From an optimization exercise on the open Yosys and OpenROAD flow, aimed at small area; shortcuts taken in it are not production practice. In this exercise RTL edits were held to simulation tests only and were not proved equivalent to the original. No driver is modelled on the clock port, so clocking that relies on it looks cheaper here than on a real chip. No activity file was given, so power comes from the tool's default toggle rates.

**flow/flow/run.sh**
```bash
#!/bin/bash
# Standard layout, except: clock tree with clkbuf_16 leaf clusters and no dummy
# loads (leaf buffers upsized afterwards where flop clock-pin slew is high), and
# plain buffers on the ports.
set -euo pipefail
cd "$(dirname "$0")/.."
export CTS_ARGS="-sink_clustering_enable -repair_clock_nets -dont_use_dummy_load -buf_list sky130_fd_sc_hd__clkbuf_16 -sink_clustering_size 30 -sink_clustering_max_diameter 100"
export POST_CTS_TCL="$PWD/flow/post_cts.tcl"
export BUFFER_PORTS_ARGS="-buffer_cell sky130_fd_sc_hd__buf_2"
bash standard.sh > standard.log 2>&1
```
**flow/flow/post_cts.tcl**
```tcl
# Upsize clock buffers whose flip-flop clock pins see a slow edge.
set_propagated_clock [all_clocks]
estimate_parasitics -placement
set limit 0.105
set n 0
foreach inst [get_cells -hierarchical *] {
  set m [get_property $inst ref_name]
  if {![string match sky130_fd_sc_hd__clkbuf_* $m]} continue
  if {$m eq "sky130_fd_sc_hd__clkbuf_16"} continue
  if {![string match *I_CLK_6M* [get_full_name $inst]]} continue
  set opin [get_pins -of_objects $inst -filter "direction==output"]
  set net [get_nets -of_objects $opin]
  set w 0
  foreach l [get_pins -of_objects $net -filter "direction==input"] {
    set s [get_property $l slew_max]
    if {$s > $w} { set w $s }
  }
  if {$w > $limit} {
    replace_cell $inst sky130_fd_sc_hd__clkbuf_16
    incr n
  }
}
puts "post_cts: upsized $n clock buffers"
detailed_placement
estimate_parasitics -placement
```
**flow/standard.sh**
```bash
#!/bin/bash
# synth_recipe.tcl (not shown) runs the flow's synth.tcl, then flattens the netlist and writes it again
# the make line also repeats each setting of config.mk as NAME=value (left out here)
make -C /OpenROAD-flow-scripts/flow DESIGN_CONFIG=/design/flow/config.mk WORK_HOME=/design/flow/orfs CLKGATE_MAP_FILE= SYNTH_SCRIPT=/design/flow/synth_recipe.tcl "${@:-finish}"
```
**flow/config.mk**
```make
export PLATFORM = sky130hd
export DESIGN_NAME = dkong3_obj_linebuf
export DESIGN_NICKNAME = dkong3_obj_linebuf
export VERILOG_FILES = /design/flow/design.v
export SDC_FILE = /design/flow/constraint.sdc
export NUM_CORES = 4
export LEC_CHECK = 0
export CAP_MARGIN = 0
export CORE_MARGIN = 2
export CORE_UTILIZATION = 65
export GPL_TIMING_DRIVEN = 0
export PLACE_DENSITY = 0.75
export SLEW_MARGIN = 0
export SYNTH_HIERARCHICAL = 1
```
**flow/constraint.sdc**
```tcl
create_clock -name core_clock -period 10.0 [get_ports {I_CLK_6M}]
set_input_delay 2.0000 -clock core_clock [delete_from_list [all_inputs] [get_ports {I_CLK_6M}]]
set_output_delay 2.0000 -clock core_clock [all_outputs]
set_load 0.01 [all_outputs]
```
**flow/design.v**
```verilog
module dkong3_obj_linebuf #(
    parameter int ADDR_W     = 8,
    parameter int DATA_W     = 6,
    parameter int FIRST_WINS = 1
) (
    input  logic              I_CLK_6M,
    input  logic              W_1B2C_RST,
    input  logic              I_LINE_STB,
    input  logic              I_WR_EN,
    input  logic [ADDR_W-1:0] I_WR_X,
    input  logic [DATA_W-1:0] I_WR_D,
    input  logic [ADDR_W-1:0] I_H,
    input  logic              I_BLANKn,
    input  logic              I_FLIP,
    output logic [DATA_W-1:0] O_OBJ_D,
    output logic              O_BANK
);
    localparam int N  = 2**ADDR_W;
    localparam int LW = ADDR_W / 2;
    localparam int HW = ADDR_W - LW;
    localparam int NL = 2**LW;
    localparam int NH = 2**HW;
    logic              sel;
    logic [ADDR_W-1:0] rd_x;
    assign rd_x = I_FLIP ? ~I_H : I_H;
    logic [DATA_W-1:0] bval [2];    
    for (genvar b = 0; b < 2; b++) begin : g_bank
        logic              is_rd;       
        logic [ADDR_W-1:0] a;
        logic              clr;
        logic [NL-1:0]     lo;
        logic [NH-1:0]     hi;
        logic [DATA_W-1:0] col;         
        logic              wen;
        logic [N-1:0]      keep;        
        logic [DATA_W-1:0] ch [NH];     
        logic [DATA_W-1:0] rv;
        assign is_rd = (sel == b[0]);
        assign a     = is_rd ? rd_x : I_WR_X;
        assign clr   = is_rd & I_BLANKn & W_1B2C_RST;
        for (genvar i = 0; i < NL; i++) begin : g_lo
            assign lo[i] = (a[LW-1:0] == i[LW-1:0]);
        end
        for (genvar i = 0; i < NH; i++) begin : g_hi
            assign hi[i] = (a[ADDR_W-1:LW] == i[HW-1:0]);
        end
        for (genvar w = 0; w < N; w++) begin : g_sel
            assign keep[w] = ~(hi[w / NL] & lo[w % NL]);
        end
        logic [DATA_W-1:0] y [N/2];
        for (genvar p = 0; p < N/2; p++) begin : g_p
            lb_pair #(.DATA_W(DATA_W)) u_pair (
                .clk  (I_CLK_6M),
                .keep (keep[2*p +: 2]),
                .lo   (lo[(2*p) % NL +: 2]),
                .ch   (ch[(2*p) / NL]),
                .y    (y[p])
            );
        end
        always_comb begin
            rv = '1;
            for (int p = 0; p < N/2; p++)
                rv = rv & ~y[p];
        end
        assign bval[b] = rv;
        assign wen = W_1B2C_RST && I_WR_EN && (I_WR_D[1:0] != 2'b00)
                     && (FIRST_WINS == 0 || rv[1:0] == 2'b00);
        assign col = clr ? '0 : ((wen && !is_rd) ? I_WR_D : rv);
        for (genvar i = 0; i < NH; i++) begin : g_ch
            assign ch[i] = {DATA_W{hi[i]}} & col;
        end
    end
    always_ff @(posedge I_CLK_6M or negedge W_1B2C_RST) begin
        if (!W_1B2C_RST) begin
            sel     <= 1'b0;
            O_OBJ_D <= '0;
        end else begin
            O_OBJ_D <= I_BLANKn ? (sel ? bval[1] : bval[0]) : '0;
            if (I_LINE_STB) sel <= ~sel;
        end
    end
    assign O_BANK = sel;
endmodule
module lb_pair #(
    parameter int DATA_W = 6
) (
    input  logic              clk,
    input  logic [1:0]        keep,
    input  logic [1:0]        lo,
    input  logic [DATA_W-1:0] ch,
    output logic [DATA_W-1:0] y
);
    for (genvar k = 0; k < DATA_W; k++) begin : g_b
        lb_bit u_bit (.clk(clk), .keep(keep), .lo(lo), .c(ch[k]), .y(y[k]));
    end
endmodule
module lb_bit (
    input  logic       clk,
    input  logic [1:0] keep,
    input  logic [1:0] lo,
    input  logic       c,
    output logic       y
);
    logic [1:0] q;
    always_ff @(posedge clk) q <= (keep & q) | (lo & {2{c}});
    assign y = ~((keep[0] | q[0]) & (keep[1] | q[1]));
endmodule
```
==> run notes <==
-- cell type report --
cell class | instances | area, µm²
antenna | 9 | 22.5
buffer | 130 | 782
clock buffer | 112 | 2800
fill | 12041 | 48500
inverter | 1 | 3.75
multi-input combinational | 6098 | 44700
sequential | 3079 | 61700
tap | 2175 | 2720
timing repair buffer | 111 | 1630
-- Yosys stat by module, one instance, submodules excluded, a selection --
module              cell area [µm²]  times used  cells  flip-flops and latches
lb_bit                         63.8        1536      5                       2
dkong3_obj_linebuf             8550           1   1628                       7
-- critical path, stage by stage --
cell and delay [ns]:
buf_2 0.17, clkbuf_1 0.33, nand2b_1 0.19, mux2i_1 0.10, a21oi_1 0.58, nor2_1 0.57, buf_4 0.49, buf_16 0.30
nand2_1 0.38, o22ai_1 0.16, nor4_1 0.78, nand4_1 0.53, nor4_1 0.73, nand2_1 0.43, a21o_1 0.47, buf_6 0.28
a21oi_1 0.98, a22o_1 0.26
-- cell usage after synthesis, types with 4 or more instances --
master    instances
clkbuf_1         10
and2_1           35
a21oi_2           5
mux2i_1           4
nand4_1          98
and3_1            4
buf_2           108
nor2b_1          60
buf_6             8
nor4_2            6
dfrtp_1           7
nor3_1            6
nor2_1           46
o22ai_1        1536
a21oi_1         138
a22o_1         3072
nand3_1          14
o21ai_0          17
o21a_1            6
nor4_1          400
nor2_2            9
dfxtp_1        3072
nand2b_1         13
o21ai_1          10
nand2_1         580
a21o_1           10
-- through the flow --
step	power (mW)	setup slack, ns
floorplan	26.4	3.24
global placement	30.1	-1.55
detailed placement	31.1	0.310
global route	38.5	0.819
finish	37.1	0.888
-- final timing paths --
path | start | to | slack (ns) | depth (start not counted)
max | I_FLIP | g_bank[1].g_p[126].u_pair.g_b[3].u_bit.q[0]$_DFF_P_ | 0.89 | 18
min | g_bank[1].g_p[4].u_pair.g_b[4].u_bit.q[1]$_DFF_P_ | g_bank[1].g_p[4].u_pair.g_b[4].u_bit.q[1]$_DFF_P_ | 0.49 | 1
max reg2reg | sel$_DFFE_PN0P_ | g_bank[0].g_p[40].u_pair.g_b[5].u_bit.q[0]$_DFF_P_ | 1.16 | 19
min reg2reg | g_bank[1].g_p[4].u_pair.g_b[4].u_bit.q[1]$_DFF_P_ | g_bank[1].g_p[4].u_pair.g_b[4].u_bit.q[1]$_DFF_P_ | 0.49 | 1
max in group asynchronous | W_1B2C_RST | O_OBJ_D[1]$_DFF_PN0_ | 8.65 | 1
min in group asynchronous | W_1B2C_RST | O_OBJ_D[4]$_DFF_PN0_ | 1.08 | 1
-- where the power goes --
group,internal (mW),switching [mW],total [mW]
Clock,2.02,3.60,5.62
Sequential,16.9,2.46,19.4
Combinational,4.99,7.05,12.0
-- flip-flops by register name, indices dropped and copies added (netlist names) --
signal	flops
O_OBJ_D	6
g_bank.g_p.u_pair.g_b.u_bit.q	3072
sel	1
-- layer usage --
metal / GRT usage (%) / up-vias
li1: - / 39163
met1: 52.6 / 43680
met2: 56.9 / 4439
met3: 8.54 / 830
met4: 17.4 / 26
met5: 0.805 / -
-- logic make-up (layout without fill, tap and decap cells) --
family | after synthesis | after routing | synth area share (%)
muxes | 4 | 4 | 0.0376
other | 0 | 9 | 0
and+or+nand+nor | 1288 | 1288 | 6.15
DFF | 3079 | 3079 | 57.9
buffers and inverters | 131 | 354 | 0.648
xor gates and xnor gates | 1 | 1 | 0.00822
AOI/OAI and AO/OA | 4805 | 4805 | 35.3
==> out/qor.csv <==
stage,metric,value,unit
synth,area share of the largest cell type after synthesis,57.7,%
place,Port Buffers,32,
synth,post-synthesis sequential element count,3079,
setup_path,crit path kind,in -> reg,
setup_path,Worst EP required,10.72,ns
routing,met2 routed WL,144,mm
synth,leading area contributor after synthesis,dfxtp_1,
timing,Hold Fails Final Rpt,0,
clock_tree,CTS Sinks,3079,
finish,Total Nets Final,9561,
timing,Tmin final,9.11,ns
timing,fmax,0.110,GHz
die,die span in x,409,µm
place,Placed Cells,11585,
synth,"Primary FF master, synth",dfxtp_1,
synth,part of the Yosys area used for sequential elements,57.9,%
grt,initial antenna violation count,19,
routing,via/cell ratio,7.52,
outcome,layout check faults,"capacitance limit, slew limit",
finish,area grow syn2layout,7.27,%
synth,Mapped Nets,9336,
place,detailed placement HPWL,218,mm
timing,setup_tns,0,ns
pwr,Leak Pwr,43.0,nW
routing,DR WL/cell,28.4,µm
die,initial core utilization,65.5,%
die,full die area,0.167,mm²
finish,fin cells,11715,
timing,worst-margin pin slew,1.61,ns
job,MaxCap Viol Count,2,
clock_tree,Worst-path clk slew,0.11,ns
synth,Synth Warn #,16,
grt,Overall Global Routing Usage,38.1,%
routing,vias post-DR,88138,
grt,first-pass GRT wire length,504,mm
synth,Synth area leaders,"dfxtp_1, a22o_1, o22ai_1, nor4_1, nand2_1",
setup_path,CP endpoint kind,flip-flop,
synth,Syn Area/Cell,11.4,µm²
clock_tree,"Clk Latency, worst-skew pair",0.81,ns
synth,synth unique cells,45,
setup_path,CP Launch Type,input port,
die,area of the core,0.163,mm²
routing,initial drt markers,10333,
synth,number of synthesized flops with an enable pin,0,
finish,layout cell share with drive strength beyond 1,5.29,%
pwr,Power per Cell Area,324,mW/mm²
pwr,maximum vdd ir drop,0.000287,V
grt,largest net degree at the start of global routing,86,
hold_path,worst min path class,reg -> reg,
clock_tree,CTS tree,yes,
routing,Top Metal Used,met5,
place,Final GP Congestion,0.966,
grt,GRT overflow,0,
routing,Antenna Nets Post-Route,0,
routing,Routed met3 length,33.3,mm
routing,Total Wirelength,333,mm
timing,worst hold margin,0.486,ns
finish,"commonest cells after routing, fill and taps aside","a22o_1, dfxtp_1, o22ai_1",
finish,final core occ,70.2,%
die,placement row count,148,
timing,Slew Limit Fails,18,
timing,unrepaired setup endpoints after global routing,no,
synth,Synth async-reset ratio,0.227,%
outcome,status,finished with violations,
die,Die Ht,409,µm
synth,mapped cell area,0.107,mm²
setup_path,CP max FO,54,
grt,number of global-route vias before repair,81819,
routing,Pre-Repair DR Iteration Count,6,
timing,Setup Skew,0.0540,ns
timing,max_slew headroom,-7.74,%
routing,drt drc,0,
routing,routed metal-1 wire length,138,mm
setup_path,critical path arrival,9.83,ns
timing,count of final setup violators,0,
timing,fin crit share,91.1,%
synth,Post-Synthesis Cells,9308,
finish,Post-Layout Inst Area,0.114,mm²
die,I/O pin count,35,
place,placed instance area,0.111,mm²

-- afterwards: timing with drivers on the ports --
No port has a modelled driver above. Below, the same layout with a new extraction and two added sets of constraints. Step 1, drivers: a clkbuf_16 drives I_CLK_6M and a buf_2 each remaining input, both assumed. Step 2 times the ports against the registers' clock, not the clock port: input delays grow and output delays shrink by t, the midpoint of the rising clock arrivals with the driver on. Three values: ideal, step 1, step 2; two values: the first two.
t (ns): 0.874
setup slack, ns: 0.888 / 0.766 / -0.108
cell pins on the clock port's net: 1
For this run, drivers alone change the setup slack by -0.122 ns; drivers and shift together by -0.996 ns.
